Context: an optimization exercise on an open-source flow, tuned for small area, a short achievable clock period and few clock cycles. The choices shown serve that exercise and are no tape-out recipe.
In this exercise RTL edits were held to simulation tests only and were not proved equivalent to the original.
No activity file was given, so power comes from the tool's default toggle rates.

==> design/flow/design.v <==
`timescale 1ns/1ps
package tl_bios_pkg;
    localparam int XLEN   = 32;          
    localparam int STRB_W = XLEN / 8;    
    localparam int SID_W  = 2;           
    localparam int ADDR_W = 32;
    localparam int BIOS_BYTES = 128;
    localparam int MEM_IDX_W  = $clog2(BIOS_BYTES);   
    localparam logic [8*BIOS_BYTES-1:0] BIOS_IMAGE = {
        256'h3cc3a55ace8a4602fdb97531e0ac6824df9b5713f0e1d2c3b4a5968778695a4b,
        256'h3c2d1e0f1032547698badcfeefcdab8967452301ffeeddccbbaa998877665544,
        256'h332211000a0d796461657220534f494200c3f2eb10cd0007bb0eb40974c008ac,
        256'haa5590feeb0012e87c40be10cd0003b8fcfb7c00bcc08ed88ec031f000e05bea
    };
    localparam logic [2:0] OP_GET      = 3'd4;
    localparam logic [2:0] OP_PUT_FULL = 3'd0;
    localparam logic [2:0] OP_ACK      = 3'd0;
    localparam logic [2:0] OP_ACK_DATA = 3'd1;
    localparam logic [2:0] SIZE_BYTE = 3'd0;
    localparam logic [2:0] SIZE_HALF = 3'd1;
    localparam logic [2:0] SIZE_WORD = 3'd2;
endpackage
`timescale 1ns/1ps
import tl_bios_pkg::*;
module tl_req_decode (
    input  logic                                 clk,
    input  logic                                 reset,
    input  logic                                 a_valid,
    output logic                                 a_ready,
    input  logic [2:0]                           a_opcode,
    input  logic [2:0]                           a_size,
    input  logic [tl_bios_pkg::SID_W-1:0]        a_source,
    input  logic [tl_bios_pkg::ADDR_W-1:0]       a_address,
    input  logic [tl_bios_pkg::STRB_W-1:0]       a_mask,
    input  logic [tl_bios_pkg::XLEN-1:0]         a_data,
    output logic                                 acc_start,
    output logic                                 acc_write,
    output logic [tl_bios_pkg::MEM_IDX_W-3:0]    acc_word_idx,
    output logic [1:0]                           acc_lane,
    output logic [2:0]                           acc_size,
    output logic [tl_bios_pkg::STRB_W-1:0]       acc_mask,
    output logic [tl_bios_pkg::XLEN-1:0]         acc_wdata,
    output logic                                 deny_start,
    output logic [tl_bios_pkg::SID_W-1:0]        req_source,
    output logic [2:0]                           req_size,
    output logic                                 req_write,
    input  logic                                 resp_taken
);
    logic              accept;
    logic              busy;       
    logic              pending;    
    logic              deny;
    logic              deny_q;
    logic              bad_op, bad_size, misaligned, past_end, bad_mask;
    logic [ADDR_W:0]   end_addr;   
    function automatic logic [STRB_W-1:0] lane_mask(input logic [1:0] lane,
                                                     input logic [2:0] size);
        logic [STRB_W-1:0] m;
        case (size)
            SIZE_BYTE: m = 4'b0001;
            SIZE_HALF: m = 4'b0011;
            SIZE_WORD: m = 4'b1111;
            default:   m = 4'b0000;
        endcase
        lane_mask = m << lane;
    endfunction
    assign accept = a_valid & a_ready;
    assign bad_op   = (a_opcode != OP_GET) && (a_opcode != OP_PUT_FULL);
    assign bad_size = (a_size > SIZE_WORD);
    assign end_addr = {1'b0, a_address} + ({{ADDR_W{1'b0}}, 1'b1} << a_size);
    assign past_end = (end_addr > (ADDR_W+1)'(BIOS_BYTES));
    always_comb begin
        case (a_size)
            SIZE_HALF: misaligned = a_address[0];
            SIZE_WORD: misaligned = |a_address[1:0];
            default:   misaligned = 1'b0;
        endcase
    end
    assign bad_mask = (a_opcode == OP_PUT_FULL) &&
                      (a_mask != lane_mask(a_address[1:0], a_size));
    assign deny = bad_op | bad_size | misaligned | past_end | bad_mask;
    always_ff @(posedge clk or posedge reset) begin
        if (reset) begin
            busy       <= 1'b0;
            a_ready    <= 1'b0;
            pending    <= 1'b0;
            deny_q     <= 1'b0;
            acc_start  <= 1'b0;
            deny_start <= 1'b0;
        end else begin
            acc_start  <= pending & ~deny_q;
            deny_start <= pending & deny_q;
            pending    <= accept;
            if (accept) begin
                busy    <= 1'b1;
                a_ready <= 1'b0;
                deny_q  <= deny;
            end else if (resp_taken) begin
                busy    <= 1'b0;
                a_ready <= 1'b1;
            end else begin
                a_ready <= ~busy;    
            end
        end
    end
    always_ff @(posedge clk) begin
        if (accept) begin
            acc_write    <= (a_opcode == OP_PUT_FULL);
            acc_word_idx <= a_address[MEM_IDX_W-1:2];
            acc_lane     <= a_address[1:0];
            acc_size     <= a_size;
            acc_mask     <= a_mask;
            acc_wdata    <= a_data;
            req_source   <= a_source;
        end
    end
    assign req_size  = acc_size;
    assign req_write = acc_write;
endmodule
`timescale 1ns/1ps
import tl_bios_pkg::*;
module bios_mem_access (
    input  logic                                 clk,
    input  logic                                 reset,
    input  logic                                 acc_start,
    input  logic                                 acc_write,
    input  logic [tl_bios_pkg::MEM_IDX_W-3:0]    acc_word_idx,
    input  logic [1:0]                           acc_lane,
    input  logic [2:0]                           acc_size,
    input  logic [tl_bios_pkg::STRB_W-1:0]       acc_mask,
    input  logic [tl_bios_pkg::XLEN-1:0]         acc_wdata,
    output logic                                 acc_done,
    output logic [tl_bios_pkg::XLEN-1:0]         rdata
);
    logic [8*BIOS_BYTES-1:0] mem;
    logic                  active;
    logic                  phase_wb;     
    logic [1:0]            part;         
    logic                  step;
    logic                  last;
    logic [MEM_IDX_W-1:0]  byte_addr;
    logic [XLEN-1:0]       word_q;       
    logic [XLEN-1:0]       fetch_word;
    logic [XLEN-1:0]       wdata_sh;
    logic [XLEN-1:0]       merged;
    logic [XLEN-1:0]       rd_shift;
    logic [XLEN-1:0]       rd_word;
    assign step      = acc_start | active;
    assign last      = (part == 2'd3);
    assign byte_addr = {acc_word_idx, part};
    always_comb begin
        fetch_word = word_q;
        fetch_word[8*part +: 8] = mem[8*byte_addr +: 8];
    end
    assign wdata_sh = acc_wdata << (8 * acc_lane);
    always_comb begin
        for (int i = 0; i < STRB_W; i++) begin
            merged[8*i +: 8] = acc_mask[i] ? wdata_sh[8*i +: 8] : word_q[8*i +: 8];
        end
    end
    assign rd_shift = fetch_word >> (8 * acc_lane);
    always_comb begin
        case (acc_size)
            SIZE_BYTE: rd_word = {24'b0, rd_shift[7:0]};
            SIZE_HALF: rd_word = {16'b0, rd_shift[15:0]};
            default:   rd_word = rd_shift;
        endcase
    end
    always_ff @(posedge clk or posedge reset) begin
        if (reset) begin
            active   <= 1'b0;
            phase_wb <= 1'b0;
            part     <= 2'd0;
            acc_done <= 1'b0;
        end else begin
            acc_done <= 1'b0;
            if (step) begin
                part <= part + 2'd1;     
                if (!last) begin
                    active <= 1'b1;
                end else if (!phase_wb && acc_write) begin
                    phase_wb <= 1'b1;
                    active   <= 1'b1;
                end else begin
                    phase_wb <= 1'b0;
                    active   <= 1'b0;
                    acc_done <= 1'b1;
                end
            end
        end
    end
    always_ff @(posedge clk) begin
        if (step && !phase_wb) begin
            word_q <= fetch_word;
        end
        if (step && last) begin
            rdata <= acc_write ? '0 : rd_word;   
        end
    end
    always_ff @(posedge clk or posedge reset) begin
        if (reset) begin
            mem <= BIOS_IMAGE;
        end else if (step && phase_wb) begin
            mem[8*byte_addr +: 8] <= merged[8*part +: 8];
        end
    end
endmodule
`timescale 1ns/1ps
import tl_bios_pkg::*;
module tl_resp_drive (
    input  logic                              clk,
    input  logic                              reset,
    input  logic                              acc_done,
    input  logic [tl_bios_pkg::XLEN-1:0]      rdata,
    input  logic                              deny_start,
    input  logic [tl_bios_pkg::SID_W-1:0]     req_source,
    input  logic [2:0]                        req_size,
    input  logic                              req_write,
    output logic                              resp_taken,
    output logic                              d_valid,
    input  logic                              d_ready,
    output logic [2:0]                        d_opcode,
    output logic [2:0]                        d_size,
    output logic [tl_bios_pkg::SID_W-1:0]     d_source,
    output logic [tl_bios_pkg::XLEN-1:0]      d_data,
    output logic                              d_denied
);
    logic resp_load;    
    logic xfer;         
    assign resp_load = acc_done | deny_start;
    assign xfer      = d_valid & d_ready;
    always_ff @(posedge clk or posedge reset) begin
        if (reset) begin
            d_valid    <= 1'b0;
            d_denied   <= 1'b0;
            resp_taken <= 1'b0;
        end else begin
            resp_taken <= 1'b0;
            if (resp_load) begin
                d_valid  <= 1'b1;
                d_denied <= deny_start;
            end else if (xfer) begin
                d_valid    <= 1'b0;
                d_denied   <= 1'b0;
                resp_taken <= 1'b1;      
            end
        end
    end
    always_ff @(posedge clk) begin
        if (resp_load) begin
            d_opcode <= req_write ? OP_ACK : OP_ACK_DATA;
            d_size   <= req_size;
            d_source <= req_source;
            d_data   <= deny_start ? '0 : rdata;
        end
    end
endmodule
`timescale 1ns/1ps
import tl_bios_pkg::*;
module tl_ul_bios (
    input  logic                              clk,
    input  logic                              reset,
    input  logic                              a_valid,
    output logic                              a_ready,
    input  logic [2:0]                        a_opcode,
    input  logic [2:0]                        a_size,
    input  logic [tl_bios_pkg::SID_W-1:0]     a_source,
    input  logic [tl_bios_pkg::ADDR_W-1:0]    a_address,
    input  logic [tl_bios_pkg::STRB_W-1:0]    a_mask,
    input  logic [tl_bios_pkg::XLEN-1:0]      a_data,
    output logic                              d_valid,
    input  logic                              d_ready,
    output logic [2:0]                        d_opcode,
    output logic [2:0]                        d_size,
    output logic [tl_bios_pkg::SID_W-1:0]     d_source,
    output logic [tl_bios_pkg::XLEN-1:0]      d_data,
    output logic                              d_denied
);
    logic                  acc_start;
    logic                  acc_write;
    logic [MEM_IDX_W-3:0]  acc_word_idx;
    logic [1:0]            acc_lane;
    logic [2:0]            acc_size;
    logic [STRB_W-1:0]     acc_mask;
    logic [XLEN-1:0]       acc_wdata;
    logic                  deny_start;
    logic [SID_W-1:0]      req_source;
    logic [2:0]            req_size;
    logic                  req_write;
    logic                  acc_done;
    logic [XLEN-1:0]       rdata;
    logic                  resp_taken;
    tl_req_decode u_decode (
        .clk          (clk),
        .reset        (reset),
        .a_valid      (a_valid),
        .a_ready      (a_ready),
        .a_opcode     (a_opcode),
        .a_size       (a_size),
        .a_source     (a_source),
        .a_address    (a_address),
        .a_mask       (a_mask),
        .a_data       (a_data),
        .acc_start    (acc_start),
        .acc_write    (acc_write),
        .acc_word_idx (acc_word_idx),
        .acc_lane     (acc_lane),
        .acc_size     (acc_size),
        .acc_mask     (acc_mask),
        .acc_wdata    (acc_wdata),
        .deny_start   (deny_start),
        .req_source   (req_source),
        .req_size     (req_size),
        .req_write    (req_write),
        .resp_taken   (resp_taken)
    );
    bios_mem_access u_mem (
        .clk          (clk),
        .reset        (reset),
        .acc_start    (acc_start),
        .acc_write    (acc_write),
        .acc_word_idx (acc_word_idx),
        .acc_lane     (acc_lane),
        .acc_size     (acc_size),
        .acc_mask     (acc_mask),
        .acc_wdata    (acc_wdata),
        .acc_done     (acc_done),
        .rdata        (rdata)
    );
    tl_resp_drive u_resp (
        .clk          (clk),
        .reset        (reset),
        .acc_done     (acc_done),
        .rdata        (rdata),
        .deny_start   (deny_start),
        .req_source   (req_source),
        .req_size     (req_size),
        .req_write    (req_write),
        .resp_taken   (resp_taken),
        .d_valid      (d_valid),
        .d_ready      (d_ready),
        .d_opcode     (d_opcode),
        .d_size       (d_size),
        .d_source     (d_source),
        .d_data       (d_data),
        .d_denied     (d_denied)
    );
endmodule
==> design/flow/run.sh <==
#!/bin/bash
# synth_recipe.tcl (not shown) runs the flow's synth.tcl, then flattens the netlist and writes it again
# the make line also repeats each setting of config.mk as NAME=value (left out here)
make -C /OpenROAD-flow-scripts/flow DESIGN_CONFIG=/design/flow/config.mk WORK_HOME=/design/flow/orfs CLKGATE_MAP_FILE= SYNTH_SCRIPT=/design/flow/synth_recipe.tcl finish
==> design/flow/config.mk <==
export PLATFORM = sky130hd
export DESIGN_NAME = tl_ul_bios
export DESIGN_NICKNAME = tl_ul_bios
export VERILOG_FILES = /design/flow/design.v
export SDC_FILE = /design/flow/constraint.sdc
export NUM_CORES = 4
export LEC_CHECK = 0
export CAP_MARGIN = 20
export CORE_MARGIN = 2
export CORE_UTILIZATION = 40
export SLEW_MARGIN = 20
==> design/flow/constraint.sdc <==
create_clock -name core_clock -period 5.5 [get_ports {clk}]
set_input_delay 1.1000 -clock core_clock [delete_from_list [all_inputs] [get_ports {clk}]]
set_output_delay 1.1000 -clock core_clock [all_outputs]
set_load 0.01 [all_outputs]
==> impl_metrics.json <==
{
  "status": "timing/DRC/antenna clean",
  "via_per_inst": 6.02,
  "cts-buffers-inserted": 133,
  "synth_fa_ha_area_share_pct": 0.378,
  "fill_cells": 12600,
  "die_area_sq_mm": 0.140,
  "fin_ws_ps": 848,
  "yosysTopAreaCell": "dfrtp_1",
  "layout_common_cells": "1245 x nand2_1, 1049 x o21ai_0, 563 x dfrtp_1, 473 x dfstp_2, 232 x mux4_2",
  "synth_edf_count": 151,
  "fin_util_pct": 45.8,
  "ant_nets": 0,
  "netlist_instances": 5115,
  "cts_tree": "built",
  "worstPathRequired_ps": 6000,
  "drt_iter0_drc": 4844,
  "p_total_mw": 18.3,
  "seqPwrFrac_pct": 48.6,
  "root_buffer": "clkbuf_16",
  "setup_viol": 0,
  "holdCritStartpoint": "u_decode.req_source[1]",
  "fin_crit_sh_pct": 84.6,
  "ys.flop_type": "dfrtp_1",
  "synthTopCellsByArea": "dfrtp_1 26%, dfstp_2 23%, o21ai_0 9.6%",
  "nets": 5168,
  "synth-compound-area-share_pct": 13.9,
  "area_delta_synth_final_pct": 13.3,
  "ys_seq_area_share_pct": 56.6,
  "pin_count": 123,
  "placed_cell_area_sq_mm": 0.0577,
  "grt_pass1_vias": 40900,
  "synth_xor_area_share_pct": 0.175,
  "overflow": 0,
  "syn_area_sq_mm": 0.0549,
  "drc_errors": 0,
  "gr-usage-all-layers_pct": 27.2,
  "dp_hpwl_um": 126000,
  "postCtsResizedCells": 0,
  "dr.max_layer_used": "met5",
  "gp_congestion": 0.974,
  "fp.coreArea_sq_mm": 0.136,
  "grt_start_max_net_pins": 139,
  "ys_seq_elements": 1189,
  "die_h_um": 374,
  "worst_pin_slew_ps": 1160,
  "hp-class": "flip-flop to flip-flop",
  "rows": 135,
  "drive_gt1_share_pct": 21.9,
  "path_clk_slew_ps": 60,
  "ctsHoldBuffers": 0,
  "relSlewSlack_pct": 22.1,
  "cp.arrival_ps": 5150,
  "p_int_mw": 14.3,
  "numPortBuffers": 120,
  "report.final.hold_viol_count": 0,
  "cp-startpoint": "u_mem.part[0]",
  "rsz0062_at_grt": "false",
  "wl_met3_um": 18900,
  "clock_power_share_pct": 49.7,
  "fmax_ghz": 0.215,
  "synth_mux_area_share_pct": 12.1,
  "yosys.area.top_type_share_pct": 25.8,
  "skew_ps": 25.4,
  "htree_num_levels": 4,
  "swShare_pct": 21.7,
  "endpoint_kind": "flip-flop",
  "clock-sinks": 1189,
  "worstSetupStartpointType": "flip-flop",
  "start_util_pct": 40.4,
  "worstReg2RegStart": "u_mem.part[0]",
  "antenna_found_initial": 13,
  "layout_min_cycle_time_ps": 4650,
  "post_cts_buffers": 0,
  "synth_simple_gate_area_share_pct": 12.7,
  "leakage_nw": 23.6,
  "dr.pass1.iters": 6,
  "grt_pass1_wl_um": 283000,
  "vias": 42000,
  "crit_type": "flip-flop to flip-flop",
  "powerDensity_mw_per_mm2": 294,
  "finish.instance_area_sq_mm": 0.0622,
  "final_common_cell": "nand2_1",
  "path_max_fanout": 44,
  "peakVddDrop_mv": 0.299,
  "wirelength_met1_um": 76300,
  "drv_slew": 0,
  "pre_cts_slack_ps": 549,
  "wl_per_cell_um": 27.4,
  "synthArstFlopShare_pct": 87.3,
  "wl_um": 191000,
  "clockBufferDepth": 3,
  "synth_top_family_by_area": "compound AO/OA/AOI/OAI gates",
  "p_switching_mw": 3.97,
  "met2WireLength_um": 85400,
  "ys_types": 86,
  "insertion_delay_ps": 790,
  "combinationalPowerShare_pct": 1.7,
  "synth_warnings": 3,
  "synth_area_per_cell_sq_um": 10.7,
  "maxCapViolations": 0,
  "die_x_um": 374
}
## state kept, by name, indices dropped and copies added, names as in the netlist, 2 cells and up
| name | count |
|---|---|
| u_resp.d_data | 32 |
| u_decode.req_source | 2 |
| u_resp.d_size | 3 |
| u_resp.d_source | 2 |
| u_mem.mem | 1024 |
| u_mem.part | 2 |
| u_decode.acc_word_idx | 5 |
| u_decode.acc_mask | 4 |
| u_mem.word_q | 32 |
| u_decode.acc_lane | 2 |
| u_decode.acc_size | 3 |
| u_mem.rdata | 32 |
| u_decode.acc_wdata | 32 |
## routing by layer
layer  up-vias  GRT usage, %
li1      18000             -
met1     21300          35.9
met2      2154          41.0
met3       526          7.53
met4        14          13.8
met5         -             0
## path summary, 6_finish.rpt
| kind | end | slack (ps) | depth (start not counted) |
|---|---|---|---|
| max | u_mem.rdata[1] | 850 | 9 |
| min | u_resp.d_source[1] | 420 | 0 |
| max reg2reg | u_mem.rdata[1] | 850 | 9 |
| min reg2reg | u_resp.d_source[1] | 420 | 0 |
| max in group asynchronous | u_mem.mem[118] | 3280 | 4 |
| min in group asynchronous | u_mem.mem[465] | 880 | 2 |
## cells in the mapped netlist, types with 6 or more instances
library cell  instances
a211oi_1             23
a21o_1                7
a21oi_1              47
a221oi_1             26
a22o_1               13
a22oi_1              38
a2bb2oi_1             6
a31oi_1              18
a41oi_1               6
and2_1               24
and3_1               15
buf_1                11
buf_2                50
buf_4                25
buf_6                20
buf_8                 7
clkbuf_1            340
dfrtp_1             565
dfstp_2             473
edfxtp_1            151
ha_1                 15
inv_1                42
mux2_2               21
mux2i_1              95
mux4_2              233
nand2_1            1245
nand2b_1             17
nand3_1              99
nand4_1              13
nor2_1              104
nor2b_1              63
nor3_1               33
nor3b_1               7
o211ai_1             13
o21ai_0            1051
o21ai_1              21
o221ai_1              8
o22ai_1              20
o2bb2ai_1             6
or2_2                10
or3_1                14
xnor2_1               7
## power by group through the flow
stage	logic (mW)	registers [mW]	clock network, mW
floorplan	0.158	9.06	0
global placement	0.309	9.06	0
detailed placement	0.310	9.06	0
CTS	0.312	8.91	9.20
global route	0.342	8.90	9.59
finish	0.303	8.91	9.11
## kinds of logic (layout without fill, tap and decap cells)
logic type / after synthesis / in the layout
AND/OR/NAND/NOR: 1672 / 1672
AO/OA/AOI/OAI: 1372 / 1372
flip-flops: 1189 / 1189
buffers and inverters: 497 / 565
multiplexers: 357 / 357
adder cells (fa/ha/maj): 16 / 16
XOR/XNOR: 11 / 11
other: 1 / 10
## worst max-delay path, cell delays in order (launching register included)
cell	delay [ps]
dfrtp_4	710
buf_12	400
buf_4	340
mux4_2	520
nand2_1	90
a31oi_1	300
o211ai_1	830
o21ai_0	500
a221oi_1	430
a211oi_1	130
## through the flow
step,std cells,TNS [ps],hold slack [ps]
final,6973,0,416
after global routing,6967,0,425
after CTS,6965,0,420
after detailed placement,6718,0,407
after global placement,6718,0,402
after floorplan,5116,-7996520,400
## cell type report
cell class / instances / area (sq um) / share of cell area (%)
clock inverter: 39 / 450 / 0.724
antenna: 8 / 20.0 / 0.0322
inverter: 44 / 169 / 0.272
sequential: 1189 / 31100 / 50.0
tap: 1781 / 2230 / 3.58
multi-input combinational: 3430 / 21700 / 34.8
timing repair buffer: 274 / 2580 / 4.15
clock buffer: 208 / 4000 / 6.42
Testbench counts, summed over its fixed seeds: cycles 156,180.

## static timing again, ports no longer ideal
How much do the figures lean on ideal ports? The routed layout below was timed once more, with nothing changed but the port constraints.
Step 1, drivers: a clkbuf_16 drives clk and a buf_2 each remaining input, both assumed.
Step 2 also shifts input and output timing later by t, the mid clock arrival at the registers, as if the neighbouring blocks saw the same clock.
Slacks: ideal ports / drivers / drivers and shift; pairs: ideal ports / drivers.
shift t [ns]: 0.855
setup slack, ns: 0.848 / 0.848 / 0.427
hold WS [ns]: 0.416 / 0.416 / 0.416
clock arrival spread, ns: 0.028 / 0.028
pins driven straight from the clock port: 1
After both steps setup and hold are still met in this run. The setup slack of this run moves by 0.000 ns with the drivers and by -0.421 ns with both steps.
